This design comes from an exercise in tuning for small area, a short achievable clock period and few clock cycles per item on the open sky130 flow, not from production work. The RTL was checked by simulation tests, not by an equivalence proof against the original design. No activity file was given, so power comes from the tool's default toggle rates.

==> v35 <==
==> flow/design.v <==
`default_nettype none
package plr_pkg;
  localparam int POS_W     = 5;
  localparam int VAL_W     = 32;
  localparam int CNT_OUT_W = 5;
  localparam int DEPTH_DEF = 16;
endpackage
`default_nettype wire
`default_nettype none
module plr_ram #(
  parameter int WIDTH = 32,
  parameter int DEPTH = 16
) (
  input  logic                     clk,
  input  logic                     wr_en,
  input  logic [$clog2(DEPTH)-1:0] wr_addr,
  input  logic [WIDTH-1:0]         wr_data,
  input  logic                     rd_en,
  input  logic [$clog2(DEPTH)-1:0] rd_addr,
  output logic [WIDTH-1:0]         rd_data
);
  logic [WIDTH-1:0] mem_r [DEPTH];
  always_ff @(posedge clk) begin
    if (wr_en) begin
      mem_r[wr_addr] <= wr_data;
    end
    if (rd_en) begin
      rd_data <= mem_r[rd_addr];
    end
  end
endmodule
`default_nettype wire
`default_nettype none
module positional_list_insert_remove_top (
  input  logic                                clk,
  input  logic                                rst_n,
  input  logic                                in_valid,
  output logic                                in_ready,
  input  logic                                in_command,
  input  logic [plr_pkg::POS_W-1:0]           in_position,
  input  logic signed [plr_pkg::VAL_W-1:0]    in_new_value,
  output logic                                out_valid,
  input  logic                                out_ready,
  output logic                                out_success,
  output logic signed [plr_pkg::VAL_W-1:0]    out_removed_value,
  output logic [plr_pkg::CNT_OUT_W-1:0]       out_entry_count
);
  localparam int D  = plr_pkg::DEPTH_DEF;
  localparam int W  = plr_pkg::VAL_W;
  localparam int CW = plr_pkg::CNT_OUT_W;
  logic          in_ready_r, ir_load;
  logic          ir_v, ir_ins, ir_le, ir_lt;
  logic [D-1:0]  ir_ge, ir_rd;
  logic [W-1:0]  ir_val;
  logic          en_ins, en_rem, en_any;
  logic          ok_ins, ok_rem;  
  logic [W-1:0]  ent [D];
  logic [D-1:0]  live;           
  logic [CW-1:0] count;
  logic          out_v, out_s;
  logic [W-1:0]  out_rv;
  logic [CW-1:0] out_c;
  logic          sk_v, sk_s;
  logic [W-1:0]  sk_rv;          
  logic          ex;
  logic          ins_ok, rem_ok, r_s;
  logic [D-1:0]  ge_lo;          
  logic [D-1:0]  s_hold, s_up, s_val, s_dn;
  logic [W-1:0]  rv;
  logic [CW-1:0] new_count;
  assign ex    = ir_v & ~sk_v;
  assign ge_lo = {ir_ge[D-2:0], 1'b0};
  assign ins_ok = ok_ins;
  assign rem_ok = ok_rem;
  assign r_s    = ins_ok | rem_ok;
  always_comb begin
    rv = '0;
    for (int i = 0; i < D; i++)
      rv = rv | ({W{ir_rd[i]}} & ent[i]);
  end
  always_comb begin
    new_count = count;
    if (ins_ok) new_count = count + CW'(1);
    if (rem_ok) new_count = count - CW'(1);
  end
  assign s_up   = {D{en_ins}} & ge_lo;
  assign s_val  = {D{en_ins}} & ir_ge & ~ge_lo;
  assign s_dn   = {1'b0, {(D-1){en_rem}} & ir_ge[D-2:0]};
  assign s_hold = {~(en_ins & ir_ge[D-1]), ~({(D-1){en_any}} & ir_ge[D-2:0])};
  always_ff @(posedge clk) begin
    for (int i = 0; i < D; i++) begin
      ent[i] <= ({W{s_hold[i]}} & ent[i])
              | ({W{s_up[i]}}   & ent[(i + D - 1) % D])
              | ({W{s_val[i]}}  & ir_val)
              | ({W{s_dn[i]}}   & ent[(i + 1) % D]);
    end
  end
  logic         ir_v_n, ir_ins_n, sk_v_n, en_ins_n, en_rem_n;
  logic [D-1:0] live_n, in_ge;
  logic         le_n, lt_n;
  logic         o_hold, o_sk, o_new;
  assign ir_v_n   = in_ready_r ? in_valid : ir_v;
  assign ir_ins_n = in_ready_r ? ~in_command : ir_ins;
  assign sk_v_n   = sk_v ? ~out_ready : ex & out_v & ~out_ready;
  assign en_ins_n = ir_v_n & ir_ins_n & ~sk_v_n & ~live_n[D-1];
  assign en_rem_n = ir_v_n & ~ir_ins_n & ~sk_v_n;
  always_comb begin
    live_n = live;
    if (ins_ok) live_n = {live[D-2:0], 1'b1};
    if (rem_ok) live_n = {1'b0, live[D-1:1]};
  end
  always_ff @(posedge clk) begin
    if (!rst_n) begin
      in_ready_r <= 1'b1;
      ir_v       <= 1'b0;
      en_ins     <= 1'b0;
      en_rem     <= 1'b0;
      en_any     <= 1'b0;
      ok_ins     <= 1'b0;
      ok_rem     <= 1'b0;
      count      <= '0;
      live       <= '0;
      out_v      <= 1'b0;
      sk_v       <= 1'b0;
    end else begin
      in_ready_r <= ~(ir_v_n & sk_v_n);
      ir_v       <= ir_v_n;
      en_ins     <= en_ins_n;
      en_rem     <= en_rem_n;
      en_any     <= en_ins_n | en_rem_n;
      ok_ins     <= en_ins_n & le_n;
      ok_rem     <= en_rem_n & lt_n;
      count      <= new_count;
      live       <= live_n;
      out_v      <= sk_v | ex | (out_v & ~out_ready);
      sk_v       <= sk_v_n;
    end
  end
  always_ff @(posedge clk) begin
    ir_load <= ~(ir_v_n & sk_v_n) | ~rst_n;
  end
  always_comb begin
    for (int i = 0; i < D; i++) in_ge[i] = (in_position <= 5'(i));
  end
  assign le_n = ir_load ? &(in_ge | live_n) : ir_le;
  assign lt_n = ir_load ? |(in_ge & live_n) : ir_lt;
  always_ff @(posedge clk) begin
    if (ir_load) begin
      ir_ins <= ~in_command;
      ir_ge  <= in_ge;
      ir_rd  <= {D{in_command}} & in_ge & ~{in_ge[D-2:0], 1'b0} & live_n;
      ir_le  <= le_n;
      ir_lt  <= lt_n;
      ir_val <= in_new_value;
    end
  end
  assign o_hold = out_v & ~out_ready;
  assign o_sk   = ~o_hold & sk_v;
  assign o_new  = ~o_hold & ~sk_v;
  always_ff @(posedge clk) begin
    out_s  <= (o_hold & out_s)  | (o_sk & sk_s)  | (o_new & r_s);
    out_rv <= ({W{o_hold}} & out_rv) | ({W{o_sk}} & sk_rv) | ({W{o_new}} & rv);
    out_c  <= ({CW{o_hold}} & out_c) | ({CW{o_sk}} & count) | ({CW{o_new}} & new_count);
    sk_s   <= (sk_v & sk_s) | (~sk_v & r_s);
    sk_rv  <= ({W{sk_v}} & sk_rv) | ({W{~sk_v}} & rv);
  end
  assign in_ready          = in_ready_r;
  assign out_valid         = out_v;
  assign out_success       = out_s;
  assign out_removed_value = out_rv;
  assign out_entry_count   = out_c;
endmodule
`default_nettype wire
==> flow/flow/run.sh <==
#!/bin/bash
# The standard layout, with the port buffers made of buf_2 cells instead of
# the delay cells buffer_ports picks on its own (every port still gets one).
set -euo pipefail
export BUFFER_PORTS_ARGS="-buffer_cell sky130_fd_sc_hd__buf_2"
bash standard.sh > standard.log 2>&1
==> flow/standard.sh <==
#!/bin/bash
# synth_recipe.tcl (not shown) runs the flow's synth.tcl, then flattens the netlist and writes it again
# the make line also repeats each setting of config.mk as NAME=value (left out here)
make -C /OpenROAD-flow-scripts/flow DESIGN_CONFIG=/design/flow/config.mk WORK_HOME=/design/flow/orfs CLKGATE_MAP_FILE= SYNTH_SCRIPT=/design/flow/synth_recipe.tcl "${@:-finish}"
==> flow/config.mk <==
export PLATFORM = sky130hd
export DESIGN_NAME = positional_list_insert_remove_top
export DESIGN_NICKNAME = positional_list_insert_remove_top
export VERILOG_FILES = /design/flow/design.v
export SDC_FILE = /design/flow/constraint.sdc
export NUM_CORES = 4
export LEC_CHECK = 0
export CAP_MARGIN = 20
export CORE_MARGIN = 2
export CORE_UTILIZATION = 40
export CTS_BUF_LIST = sky130_fd_sc_hd__clkbuf_16
export CTS_CLUSTER_DIAMETER = 80
export CTS_CLUSTER_SIZE = 18
export SETUP_SLACK_MARGIN = 2.5
export SLEW_MARGIN = 50
export TNS_END_PERCENT = 5
==> flow/constraint.sdc <==
create_clock -name core_clock -period 5.0 [get_ports {clk}]
set_input_delay 1.0000 -clock core_clock [delete_from_list [all_inputs] [get_ports {clk}]]
set_output_delay 1.0000 -clock core_clock [all_outputs]
set_load 0.01 [all_outputs]
==> v12: changes against v35 <==
==> flow/design.v, changed modules only <==
module positional_list_insert_remove_top (
  input  logic                                clk,
  input  logic                                rst_n,
  input  logic                                in_valid,
  output logic                                in_ready,
  input  logic                                in_command,
  input  logic [plr_pkg::POS_W-1:0]           in_position,
  input  logic signed [plr_pkg::VAL_W-1:0]    in_new_value,
  output logic                                out_valid,
  input  logic                                out_ready,
  output logic                                out_success,
  output logic signed [plr_pkg::VAL_W-1:0]    out_removed_value,
  output logic [plr_pkg::CNT_OUT_W-1:0]       out_entry_count
);
  localparam int D  = plr_pkg::DEPTH_DEF;
  localparam int W  = plr_pkg::VAL_W;
  localparam int CW = plr_pkg::CNT_OUT_W;
  logic [W-1:0]  ent [D];
  logic [D-1:0]  live;           
  logic [CW-1:0] count;
  logic          out_v, out_s;
  logic [W-1:0]  out_rv;
  logic [CW-1:0] out_c;
  logic [D-1:0]  ge, ge_lo, eq;  
  logic          c_ins, c_rem;   
  logic [W-1:0]  rv_any, c_rv;
  logic [CW-1:0] c_count;
  always_comb begin
    for (int i = 0; i < D; i++) ge[i] = (in_position <= 5'(i));
  end
  assign ge_lo = {ge[D-2:0], 1'b0};
  assign eq    = ge & ~ge_lo;
  assign c_ins = ~in_command & ~live[D-1] & (&(ge | live));
  assign c_rem = in_command & (|(ge & live));
  always_comb begin
    rv_any = '0;
    for (int i = 0; i < D; i++)
      rv_any = rv_any | ({W{eq[i] & live[i]}} & ent[i]);
  end
  assign c_rv = {W{in_command}} & rv_any;
  always_comb begin
    c_count = count;
    if (c_ins) c_count = count + CW'(1);
    if (c_rem) c_count = count - CW'(1);
  end
  logic          ex, ex_ins, ex_rem, ex_any, o_load;
  logic [D-1:0]  s_hold, s_up, s_val, s_dn;
  assign in_ready = ~out_v | out_ready;
  assign ex       = in_valid & in_ready;
  assign ex_ins   = ex & ~in_command & ~live[D-1];
  assign ex_rem   = ex & in_command;
  assign ex_any   = ex & (in_command | ~live[D-1]);
  assign o_load   = ex | ~out_v;
  assign s_up   = {D{ex_ins}} & ge_lo;
  assign s_val  = {D{ex_ins}} & eq;
  assign s_dn   = {1'b0, {(D-1){ex_rem}} & ge[D-2:0]};
  assign s_hold = {~(ex_ins & ge[D-1]), ~({(D-1){ex_any}} & ge[D-2:0])};
  always_ff @(posedge clk) begin
    for (int i = 0; i < D; i++) begin
      ent[i] <= ({W{s_hold[i]}} & ent[i])
              | ({W{s_up[i]}}   & ent[(i + D - 1) % D])
              | ({W{s_val[i]}}  & in_new_value)
              | ({W{s_dn[i]}}   & ent[(i + 1) % D]);
    end
  end
  always_ff @(posedge clk) begin
    if (!rst_n) begin
      count <= '0;
      live  <= '0;
      out_v <= 1'b0;
    end else begin
      if (ex) begin
        count <= c_count;
        if (c_ins) live <= {live[D-2:0], 1'b1};
        if (c_rem) live <= {1'b0, live[D-1:1]};
      end
      out_v <= ex | (out_v & ~out_ready);
    end
  end
  always_ff @(posedge clk) begin
    if (o_load) begin
      out_s  <= c_ins | c_rem;
      out_rv <= c_rv;
      out_c  <= c_count;
    end
  end
  assign out_valid         = out_v;
  assign out_success       = out_s;
  assign out_removed_value = out_rv;
  assign out_entry_count   = out_c;
endmodule
--- a/flow/config.mk
+++ b/flow/config.mk
@@ -8,5 +8,5 @@
 export CAP_MARGIN = 20
 export CORE_MARGIN = 2
-export CORE_UTILIZATION = 40
+export CORE_UTILIZATION = 55
 export CTS_BUF_LIST = sky130_fd_sc_hd__clkbuf_16
 export CTS_CLUSTER_DIAMETER = 80
==> qor summary <==
metric                                                                              v12         v35
CP Max Fanout                                                                        25          34
Number of antenna violations at the first check in global routing                    10           2
Int Pwr                                                                         8.44 mW     10.3 mW
Met3 Usage GRT                                                                    18.7%       10.0%
Total power draw                                                                12.7 mW     15.3 mW
Area fraction of the dominant cell type after synthesis                           40.7%       39.1%
Post-detailed-route wirelength per cell                                         36.7 um     33.0 um
Buffers, non-clock                                                                  257         146
Synth Register Bits                                                                 572         681
Synthesized area                                                             26,300 um2  29,800 um2
Result of the run                                      no timing/DRC/antenna violations  no timing/DRC/antenna violations
Compound-gate portion of the synthesized area                                     32.0%       28.5%
Leakage power total                                                             12.5 nW     13.5 nW
Chip height                                                                      223 um      277 um
Syn nets                                                                          3,022       3,203
Crit path required time                                                         5.45 ns     5.57 ns
Via count normalized by instance count                                             8.15        7.34
Post-place setup slack                                                         0.947 ns     2.15 ns
Num Clock Sinks                                                                     572         681
R2r endpoint                                                                 ent[0][14]   ent[1][1]
Final estimated routing congestion in global placement                            0.962       0.906
Share of synthesized cell area in full adder, half adder and majority cells     0.0952%      0.118%
Number of enable-type register cells in the synthesized netlist                      38         100
Testbench counts of v35, summed over its fixed seeds: cycles 4,020, items 4,000.
Testbench counts of v12, summed over its fixed seeds: cycles 4,010, items 4,000.

static timing again, ports no longer ideal:
Ports are ideal in the flow. The routed layouts listed here were re-timed in OpenROAD.
Step 1: set_driving_cell puts a clkbuf_16 on clk and a buf_2 on each other input, an assumption about the parent block.
Step 2 times the ports against the registers' clock, not the clock port: input delays grow and output delays shrink by t, the midpoint of the rising clock arrivals with the driver on.
Three values: ideal, step 1, step 2; two values: the first two.
run | t (ns) | slack for setup (ns) | latest minus earliest clock arrival (ns) | slew at the worst register clock pin (ns)
v35 | 0.695 | 2.391 / 2.391 / 2.142 | 0.034 / 0.034 | 0.08 / 0.08
v12 | 0.675 | 2.372 / 2.405 / 1.730 | 0.029 / 0.028 | 0.09 / 0.09
After both steps every run listed still meets setup and hold. The setup slack of v12, which loses most, moves by +0.033 ns with the drivers and by -0.642 ns with both steps.
